Context: an optimization exercise on an open-source flow, tuned for small area and a short achievable clock period. The choices shown serve that exercise and are no tape-out recipe. Only simulation tests tie the RTL to the original design; equivalence was not proved.

Design enigmaMachine, start of the top module:
module enigmaMachine (
    input  logic                load,
    input  logic                reset,
    input  logic                keyValid,
    input  logic                setPositions,
    input  enigmaPkg::asciiChar keyChar,
    input  enigmaPkg::rotorPos  startPosition1,
    input  enigmaPkg::rotorPos  startPosition2,
    input  enigmaPkg::rotorPos  startPosition3,
    output logic                outValid,
    output enigmaPkg::asciiChar outChar
);
    function automatic logic [4:0] lutPlugIn(input logic [4:0] v);
        case (v)
            5'd1: lutPlugIn = 5'd20;
            5'd2: lutPlugIn = 5'd22;
            5'd3: lutPlugIn = 5'd24;
            5'd4: lutPlugIn = 5'd6;
            5'd5: lutPlugIn = 5'd0;
            5'd6: lutPlugIn = 5'd3;
            5'd7: lutPlugIn = 5'd5;
            5'd8: lutPlugIn = 5'd15;
            5'd9: lutPlugIn = 5'd21;
            5'd10: lutPlugIn = 5'd25;
            5'd11: lutPlugIn = 5'd1;
            5'd12: lutPlugIn = 5'd4;
            5'd13: lutPlugIn = 5'd2;
            5'd14: lutPlugIn = 5'd10;
            5'd15: lutPlugIn = 5'd12;
            5'd16: lutPlugIn = 5'd19;
            5'd17: lutPlugIn = 5'd7;
            5'd18: lutPlugIn = 5'd23;
            5'd19: lutPlugIn = 5'd18;
            5'd20: lutPlugIn = 5'd11;
            5'd21: lutPlugIn = 5'd17;
            5'd22: lutPlugIn = 5'd8;
            5'd23: lutPlugIn = 5'd13;
            5'd24: lutPlugIn = 5'd16;
            5'd25: lutPlugIn = 5'd14;
            5'd26: lutPlugIn = 5'd9;
            default: lutPlugIn = 5'd0;
        endcase
    endfunction
    function automatic logic [4:0] lutR1Inv(input logic [4:0] v);
        case (v)
            5'd0: lutR1Inv = 5'd4;
            5'd1: lutR1Inv = 5'd25;
            5'd2: lutR1Inv = 5'd5;
            5'd3: lutR1Inv = 5'd13;
            5'd4: lutR1Inv = 5'd18;
  ...
Settings: LEC_CHECK=0, ABC_AREA=1, CAP_MARGIN=20, CORE_MARGIN=2, CORE_UTILIZATION=20, SLEW_MARGIN=20; clock period 30.0 ns.
standard.sh (not shown) runs the stock make flow with config.mk's settings and CLKGATE_MAP_FILE= SYNTH_SCRIPT=/design/flow/synth_recipe.tcl, a recipe that flattens the netlist after the stock synthesis.
==> flow/flow/run.sh <==
#!/bin/bash
# Standard layout with two changes to the synthesis step only:
#  * no ADDER_MAP_FILE, so Yosys extracts no half/full adder cells and ABC can
#    restructure the modulo-26 adders;
#  * ABC maps with flow/abc_area_resyn.script (the ORFS area script preceded by
#    two rounds of AIG rewriting);
#  * every port still gets its buffer, but as buf_2 (BUFFER_PORTS_ARGS) rather
#    than the slow delay-cell buffer the default choice ends up with.
# The synthesis script is synth_recipe.tcl with ORFS's synth.tcl inlined and only
# its abc call changed, so registers are mapped and named exactly as in the
# standard synthesis.  Each tool's log stays under orfs/logs; make's output is
# in make.log.
set -euo pipefail
here=$(pwd)
abc_script=$here/flow/abc_area_resyn.script
{
  head -n 1 synth_recipe.tcl
  sed "s|log_cmd abc {\*}\$abc_args|log_cmd abc -script $abc_script {*}[lrange \$abc_args 2 end]|" \
      "$FLOW_HOME/scripts/synth.tcl"
  tail -n +3 synth_recipe.tcl
} > synth_custom.tcl
grep -q "abc -script $abc_script" synth_custom.tcl
bash standard.sh BUFFER_PORTS_ARGS="-buffer_cell sky130_fd_sc_hd__buf_2" ADDER_MAP_FILE= SYNTH_SCRIPT="$here/synth_custom.tcl" finish > make.log 2>&1
==> flow/flow/abc_area_resyn.script <==
strash
balance; rewrite; refactor; balance; rewrite; rewrite -z; balance; refactor -z; rewrite -z; balance
balance; rewrite; refactor; balance; rewrite; rewrite -z; balance; refactor -z; rewrite -z; balance
dch
map -B 0.9
topo
stime -c
buffer -c
upsize -c
dnsize -c
==> next run, changes <==
--- a/flow/flow/run.sh
+++ b/flow/flow/run.sh
@@ -1,9 +1,9 @@
 #!/bin/bash
-# Standard layout with two changes to the synthesis step only:
-#  * no ADDER_MAP_FILE, so Yosys extracts no half/full adder cells and ABC can
+# Standard layout with these changes:
+#  * synthesis: no ADDER_MAP_FILE, so Yosys extracts no half/full adder cells and ABC can
 #    restructure the modulo-26 adders;
-#  * ABC maps with flow/abc_area_resyn.script (the ORFS area script preceded by
+#  * synthesis: ABC maps with flow/abc_area_resyn.script (the ORFS area script preceded by
 #    two rounds of AIG rewriting);
-#  * every port still gets its buffer, but as buf_2 (BUFFER_PORTS_ARGS) rather
+#  * placement: every port still gets its buffer, but as buf_2 (BUFFER_PORTS_ARGS) rather
 #    than the slow delay-cell buffer the default choice ends up with.
 # The synthesis script is synth_recipe.tcl with ORFS's synth.tcl inlined and only
CORE_UTILIZATION = 50   (was 20)
GPL_TIMING_DRIVEN = 1   (was not set)
PLACE_DENSITY = 0.75   (was not set)
=> The new run went through all stages and came out clean; synthesized cell count does not change; worst setup slack improved by 0.14 ns; critical path depth went down by 1; final area shrinks by 4.1%; fmax goes up by 1.1%; core utilization grows by 32 points; via count barely changes.
==> next run, changes <==
CORE_UTILIZATION = 20   (was 50)
GPL_TIMING_DRIVEN = not set   (was 1)
PLACE_DENSITY = not set   (was 0.75)
=>
- design area rises by 4.3%
- sequential share of layout area falls by 0.61 points
- synthesized area does not change
- wire length rises by 10%
- worst hold slack gets better by 0.0045 ns
- worst setup slack gets worse by 0.14 ns
- non-clock buffer count does not change

enigmaMachine, a different RTL version from the one above (not shown whole).
Size: about 1200 cells after synthesis, ~30 flip-flops, ~36 I/O pins, ~0.0062 mm2 of cells after synthesis.
clock: 30.0 ns
lec_check: 0
abc_area: 1
cap_margin: 20
core_margin: 2
core_utilization: 20
slew_margin: 20
==> flow/flow/run.sh <==
#!/bin/bash
# Standard layout with these changes:
#  * synthesis: no ADDER_MAP_FILE, so Yosys extracts no half/full adder cells and ABC can
#    restructure the modulo-26 adders;
#  * synthesis: ABC maps with flow/abc_area_resyn.script (the ORFS area script preceded by
#    two rounds of AIG rewriting, with a 5750 ps delay target for mapping and sizing);
#  * placement: every port still gets its buffer, but as buf_2 (BUFFER_PORTS_ARGS) rather
#    than the slow delay-cell buffer the default choice ends up with.
# The synthesis script is synth_recipe.tcl with ORFS's synth.tcl inlined and only
# its abc call changed, so registers are mapped and named exactly as in the
# standard synthesis.  Each tool's log stays under orfs/logs; make's output is
# in make.log.
set -euo pipefail
here=$(pwd)
abc_script=$here/flow/abc_area_resyn.script
{
  head -n 1 synth_recipe.tcl
  sed "s|log_cmd abc {\*}\$abc_args|log_cmd abc -script $abc_script {*}[lrange \$abc_args 2 end]|" \
      "$FLOW_HOME/scripts/synth.tcl"
  tail -n +3 synth_recipe.tcl
} > synth_custom.tcl
grep -q "abc -script $abc_script" synth_custom.tcl
bash standard.sh BUFFER_PORTS_ARGS="-buffer_cell sky130_fd_sc_hd__buf_2" ADDER_MAP_FILE= SYNTH_SCRIPT="$here/synth_custom.tcl" finish > make.log 2>&1
==> flow/flow/abc_area_resyn.script <==
strash
balance; rewrite; refactor; balance; rewrite; rewrite -z; balance; refactor -z; rewrite -z; balance
balance; rewrite; refactor; balance; rewrite; rewrite -z; balance; refactor -z; rewrite -z; balance
dch
map -B 0.9 -D 5750
topo
stime -c
buffer -c
upsize -c -D 5750
dnsize -c -D 5750
The first run ran to the end with no violations.
==> next run, changes <==
--- a/flow/flow/run.sh
+++ b/flow/flow/run.sh
@@ -6 +6 @@
-#    two rounds of AIG rewriting, with a 5750 ps delay target for mapping and sizing);
+#    two rounds of AIG rewriting, with a 6000 ps delay target for mapping and sizing);
--- a/flow/flow/abc_area_resyn.script
+++ b/flow/flow/abc_area_resyn.script
@@ -5 +5 @@
-map -B 0.9 -D 5750
+map -B 0.9 -D 6000
@@ -9,2 +9,2 @@
-upsize -c -D 5750
-dnsize -c -D 5750
+upsize -c -D 6000
+dnsize -c -D 6000
CORE_UTILIZATION = 35   (was 20)
CTS_BUF_LIST = sky130_fd_sc_hd__clkbuf_2 sky130_fd_sc_hd__clkbuf_4   (was unset)
Final area decreases by 6.2%.
Die area decreases by 43%.
Global-route usage increases by 8.2 points.
Worst setup slack gets worse by 0.45 ns.
Cell count decreases by 10%.
Core utilization increases by 15 points.
Fmax decreases by 3.3%.
First-iteration DRC count increases by 8.2%.
==> next run, changes <==
CORE_UTILIZATION = 20   (was 35)
CTS_BUF_LIST = sky130_fd_sc_hd__clkbuf_4 sky130_fd_sc_hd__clkbuf_8   (was sky130_fd_sc_hd__clkbuf_2 sky130_fd_sc_hd__clkbuf_4)
PLACE_DENSITY = 0.85   (was unset)
The changed run completed with no timing, DRC or antenna violations; global-route usage drops by 8.1 points; wire length goes down by 1.8%; critical path depth climbs by 2; setup slack is better by 0.31 ns; die area went up by 72%; design area came out higher by 3.9%.
==> next run, changes <==
--- a/flow/flow/run.sh
+++ b/flow/flow/run.sh
@@ -6 +6 @@
-#    two rounds of AIG rewriting, with a 6000 ps delay target for mapping and sizing);
+#    three rounds of AIG rewriting, with a 6000 ps delay target for mapping and sizing);
--- a/flow/flow/abc_area_resyn.script
+++ b/flow/flow/abc_area_resyn.script
@@ -1,0 +2 @@
+balance; rewrite; refactor; balance; rewrite; rewrite -z; balance; refactor -z; rewrite -z; balance
PLACE_DENSITY = unset   (was 0.85)
Outcome:
- The changed run produced a clean layout
- final cell count barely changes
- routed wire length grows by 2.4%
- setup slack loses 0.21 ns
- synthesized area is about the same
- first-iteration DRC count went down by 2.9%
- non-clock buffer count drops by 1
- die area hardly moves

Another version of the RTL of enigmaMachine (not shown whole).
Size in the first run: ~36 I/O pins.
export LEC_CHECK = 0
export ABC_AREA = 1
export CAP_MARGIN = 20
export CORE_MARGIN = 2
export CORE_UTILIZATION = 20
export SLEW_MARGIN = 20
create_clock -name core_clock -period 30.0 [get_ports {load}]
==> flow/flow/run.sh <==
#!/bin/bash
# Standard layout with these changes:
#  * synthesis: no ADDER_MAP_FILE, so Yosys extracts no half/full adder cells and ABC can
#    restructure the modulo-26 adders;
#  * synthesis: ABC maps with flow/abc_area_resyn.script (the ORFS area script preceded by
#    two rounds of AIG rewriting);
#  * placement: every port still gets its buffer, but as buf_2 (BUFFER_PORTS_ARGS) rather
#    than the slow delay-cell buffer the default choice ends up with.
# The synthesis script is synth_recipe.tcl with ORFS's synth.tcl inlined and only
# its abc call changed, so registers are mapped and named exactly as in the
# standard synthesis.  Each tool's log stays under orfs/logs; make's output is
# in make.log.
set -euo pipefail
here=$(pwd)
abc_script=$here/flow/abc_area_resyn.script
{
  head -n 1 synth_recipe.tcl
  sed "s|log_cmd abc {\*}\$abc_args|log_cmd abc -script $abc_script {*}[lrange \$abc_args 2 end]|" \
      "$FLOW_HOME/scripts/synth.tcl"
  tail -n +3 synth_recipe.tcl
} > synth_custom.tcl
grep -q "abc -script $abc_script" synth_custom.tcl
bash standard.sh SETUP_SLACK_MARGIN=17.6 SETUP_MOVE_SEQUENCE=sizeup SKIP_LAST_GASP=1 BUFFER_PORTS_ARGS="-buffer_cell sky130_fd_sc_hd__buf_2" ADDER_MAP_FILE= SYNTH_SCRIPT="$here/synth_custom.tcl" finish > make.log 2>&1
==> flow/flow/abc_area_resyn.script <==
strash
balance; rewrite; refactor; balance; rewrite; rewrite -z; balance; refactor -z; rewrite -z; balance
balance; rewrite; refactor; balance; rewrite; rewrite -z; balance; refactor -z; rewrite -z; balance
dch
map -B 0.9
topo
stime -c
buffer -c
upsize -c
dnsize -c
The baseline finished with timing, DRC and antenna clean.
==> next run, changes <==
--- a/flow/flow/run.sh
+++ b/flow/flow/run.sh
@@ -4,5 +4,5 @@
 #    restructure the modulo-26 adders;
 #  * synthesis: ABC maps with flow/abc_area_resyn.script (the ORFS area script preceded by
-#    two rounds of AIG rewriting);
+#    two rounds of AIG rewriting, with a 5750 ps delay target for mapping and sizing);
 #  * placement: every port still gets its buffer, but as buf_2 (BUFFER_PORTS_ARGS) rather
 #    than the slow delay-cell buffer the default choice ends up with.
@@ -21,3 +21,3 @@
 } > synth_custom.tcl
 grep -q "abc -script $abc_script" synth_custom.tcl
-bash standard.sh SETUP_SLACK_MARGIN=17.6 SETUP_MOVE_SEQUENCE=sizeup SKIP_LAST_GASP=1 BUFFER_PORTS_ARGS="-buffer_cell sky130_fd_sc_hd__buf_2" ADDER_MAP_FILE= SYNTH_SCRIPT="$here/synth_custom.tcl" finish > make.log 2>&1
+bash standard.sh BUFFER_PORTS_ARGS="-buffer_cell sky130_fd_sc_hd__buf_2" ADDER_MAP_FILE= SYNTH_SCRIPT="$here/synth_custom.tcl" finish > make.log 2>&1
==> flow/flow/abc_area_resyn.script (replaced) <==
strash
balance; rewrite; refactor; balance; rewrite; rewrite -z; balance; refactor -z; rewrite -z; balance
balance; rewrite; refactor; balance; rewrite; rewrite -z; balance; refactor -z; rewrite -z; balance
dch
map -B 0.9 -D 5750
topo
stime -c
buffer -c
upsize -c -D 5750
dnsize -c -D 5750
The new run ran to the end with no violations.
Critical path depth rose by 3.
Wire length fell by 9.1%.
Via count fell by 1.7%.
Die area fell by 4.9%.
Global-route usage is about the same.
Synthesized area fell by 5.0%.
Flip-flop and latch count stays the same.
Core utilization fell by 3.5 points.
Design area fell by 18%.
Worst hold slack gets worse by 0.0056 ns.
==> next run, changes <==
--- a/flow/flow/run.sh
+++ b/flow/flow/run.sh
@@ -4,5 +4,5 @@
 #    restructure the modulo-26 adders;
 #  * synthesis: ABC maps with flow/abc_area_resyn.script (the ORFS area script preceded by
-#    two rounds of AIG rewriting, with a 5750 ps delay target for mapping and sizing);
+#    two rounds of AIG rewriting);
 #  * placement: every port still gets its buffer, but as buf_2 (BUFFER_PORTS_ARGS) rather
 #    than the slow delay-cell buffer the default choice ends up with.
@@ -21,3 +21,3 @@
 } > synth_custom.tcl
 grep -q "abc -script $abc_script" synth_custom.tcl
-bash standard.sh BUFFER_PORTS_ARGS="-buffer_cell sky130_fd_sc_hd__buf_2" ADDER_MAP_FILE= SYNTH_SCRIPT="$here/synth_custom.tcl" finish > make.log 2>&1
+bash standard.sh SETUP_SLACK_MARGIN=19.5 BUFFER_PORTS_ARGS="-buffer_cell sky130_fd_sc_hd__buf_2" ADDER_MAP_FILE= SYNTH_SCRIPT="$here/synth_custom.tcl" finish > make.log 2>&1
==> flow/flow/abc_area_resyn.script (replaced) <==
strash
balance; rewrite; refactor; balance; rewrite; rewrite -z; balance; refactor -z; rewrite -z; balance
balance; rewrite; refactor; balance; rewrite; rewrite -z; balance; refactor -z; rewrite -z; balance
dch
map -B 0.9
topo
stime -c
buffer -c
upsize -c
dnsize -c
Worst setup slack improves by 0.90 ns.
Non-clock buffer count is higher by 66.
Wire length is higher by 18%.
Final area is higher by about 35%.
First-iteration DRC count is higher by about 10%.
Worst hold slack improves by 0.0035 ns.
Sequential cell count is unchanged.
Die area is higher by 5.1%.

## alpha
enigmaMachine with an RTL version that a note above also has.
Size in the first run: about 1200 cells after synthesis, roughly 36 I/O pins, ~6400 um^2 of cells after synthesis.
clock: 30.0 ns
lec_check: 0
abc_area: 1
cap_margin: 20
core_margin: 2
core_utilization: 20
slew_margin: 20
==> flow/flow/run.sh <==
#!/bin/bash
# Standard layout with these changes:
#  * synthesis: no ADDER_MAP_FILE, so Yosys extracts no half/full adder cells and ABC can
#    restructure the modulo-26 adders;
#  * synthesis: ABC maps with flow/abc_area_resyn.script (the ORFS area script preceded by
#    three rounds of AIG rewriting);
#  * placement: every port still gets its buffer, but as buf_2 (BUFFER_PORTS_ARGS) rather
#    than the slow delay-cell buffer the default choice ends up with.
# The synthesis script is synth_recipe.tcl with ORFS's synth.tcl inlined and only
# its abc call changed, so registers are mapped and named exactly as in the
# standard synthesis.  Each tool's log stays under orfs/logs; make's output is
# in make.log.
set -euo pipefail
here=$(pwd)
abc_script=$here/flow/abc_area_resyn.script
{
  head -n 1 synth_recipe.tcl
  sed "s|log_cmd abc {\*}\$abc_args|log_cmd abc -script $abc_script {*}[lrange \$abc_args 2 end]|" \
      "$FLOW_HOME/scripts/synth.tcl"
  tail -n +3 synth_recipe.tcl
} > synth_custom.tcl
grep -q "abc -script $abc_script" synth_custom.tcl
bash standard.sh BUFFER_PORTS_ARGS="-buffer_cell sky130_fd_sc_hd__buf_2" ADDER_MAP_FILE= SYNTH_SCRIPT="$here/synth_custom.tcl" finish > make.log 2>&1
==> flow/flow/abc_area_resyn.script <==
strash
balance; rewrite; refactor; balance; rewrite; rewrite -z; balance; refactor -z; rewrite -z; balance
balance; rewrite; refactor; balance; rewrite; rewrite -z; balance; refactor -z; rewrite -z; balance
balance; rewrite; refactor; balance; rewrite; rewrite -z; balance; refactor -z; rewrite -z; balance
dch
map -B 0.9
topo
stime -c
buffer -c
upsize -c
dnsize -c
Input-level comparison between beta and alpha:
Settings: putting CTS_BUF_LIST at sky130_fd_sc_hd__clkbuf_2 sky130_fd_sc_hd__clkbuf_4 where nothing was set.
-- flow/flow/run.sh --
<<< alpha, line 6
#    three rounds of AIG rewriting);
>>> beta, line 6
#    two rounds of AIG rewriting, with a 6000 ps delay target for mapping and sizing);
==> flow/flow/abc_area_resyn.script <==
strash
balance; rewrite; refactor; balance; rewrite; rewrite -z; balance; refactor -z; rewrite -z; balance
balance; rewrite; refactor; balance; rewrite; rewrite -z; balance; refactor -z; rewrite -z; balance
dch
map -B 0.9 -D 6000
topo
stime -c
buffer -c
upsize -c -D 6000
dnsize -c -D 6000
==> comparison <==
The final-layout clock-cell area share number comes out lower for beta vs alpha. alpha → beta: number of antenna violations at the first check in global routing barely changed, share of the synthesized area in compound gates (AO/OA/AOI/OAI) -0.23 points, total detailed-routing wirelength moved down.
Input-level comparison between gamma and beta:
Settings: CTS_BUF_LIST now sky130_fd_sc_hd__clkbuf_4 sky130_fd_sc_hd__clkbuf_8, was sky130_fd_sc_hd__clkbuf_2 sky130_fd_sc_hd__clkbuf_4.
==> results.txt <==
In terms of core utilization, gamma and beta differ only marginally. Required time of the critical path: gamma vs beta, no meaningful difference. Compared with beta, gamma has extra setup slack. There was hardly any difference in total wire length after detailed routing between gamma and beta. Changes observed in gamma relative to beta: hold slack went down by 0.013 ns.
For delta, these inputs were changed with respect to gamma:
Settings: CTS_BUF_LIST removed (was sky130_fd_sc_hd__clkbuf_4 sky130_fd_sc_hd__clkbuf_8).
==> results.txt <==
- Data arrival time of the critical path: gamma vs delta, no meaningful difference
- For share of flip-flops with an asynchronous set or reset, gamma and delta come out practically identical.
- Between gamma and delta, headroom to the max-slew limit decreased.
- As far as register fraction of the total cell area is concerned, delta and gamma perform about the same.
- Any difference in average routed wire per standard cell between delta and gamma is small enough to ignore.

## static timing again, ports no longer ideal
How much do the figures lean on ideal ports? The routed layouts below were timed once more, with nothing changed but the port constraints.
Step 1 sets driving cells, clkbuf_16 on the clock port and buf_2 on the other inputs (assumed; they add their load-dependent delay and slew).
Step 2 also shifts input and output timing later by t, the mid clock arrival at the registers, as if the neighbouring blocks saw the same clock.
Slacks: ideal / step 1 / step 2; pairs: ideal / step 1.
run	shift t [ns]	slack for setup (ns)	worst hold slack (ns)	worst setup path after step 2	latest minus earliest clock arrival (ns)
the first run of note 1	0.320	16.822 / 16.788 / 17.107	0.477 / 0.477 / 0.477	register to output	0.011 / 0.011
the second run of note 1	0.325	16.964 / 16.928 / 17.252	0.472 / 0.472 / 0.472	register to output	0.006 / 0.007
the third run of note 1	0.320	16.822 / 16.788 / 17.107	0.477 / 0.477 / 0.477	register to output	0.011 / 0.011
the first run of note 2	0.306	16.945 / 16.908 / 17.006	0.506 / 0.506 / 0.506	input to register	0.006 / 0.005
the second run of note 2	0.354	16.493 / 16.463 / 16.782	0.522 / 0.522 / 0.522	input to register	0.014 / 0.014
the third run of note 2	0.325	16.808 / 16.774 / 16.702	0.512 / 0.512 / 0.512	input to register	0.018 / 0.018
the fourth run of note 2	0.324	16.595 / 16.565 / 16.888	0.494 / 0.494 / 0.494	register to output	0.009 / 0.009
the first run of note 3	0.302	17.663 / 17.638 / 17.761	0.467 / 0.467 / 0.467	input to register	0.006 / 0.006
the second run of note 3	0.301	16.745 / 16.713 / 17.015	0.462 / 0.462 / 0.462	register to output	0.005 / 0.005
the third run of note 3	0.305	17.649 / 17.616 / 17.872	0.465 / 0.465 / 0.465	input to register	0.005 / 0.004
alpha	0.300	16.948 / 16.920 / 17.220	0.494 / 0.494 / 0.494	register to output	0.005 / 0.006
beta	0.366	16.678 / 16.644 / 16.680	0.517 / 0.517 / 0.517	input to register	0.013 / 0.013
gamma	0.313	16.760 / 16.726 / 16.634	0.504 / 0.504 / 0.504	input to register	0.008 / 0.008
delta	0.312	16.753 / 16.715 / 16.655	0.504 / 0.504 / 0.504	input to register	0.006 / 0.005
After both steps every run listed still meets setup and hold. The setup slack of gamma, which loses most, moves by -0.034 ns with the drivers and by -0.126 ns with both steps.
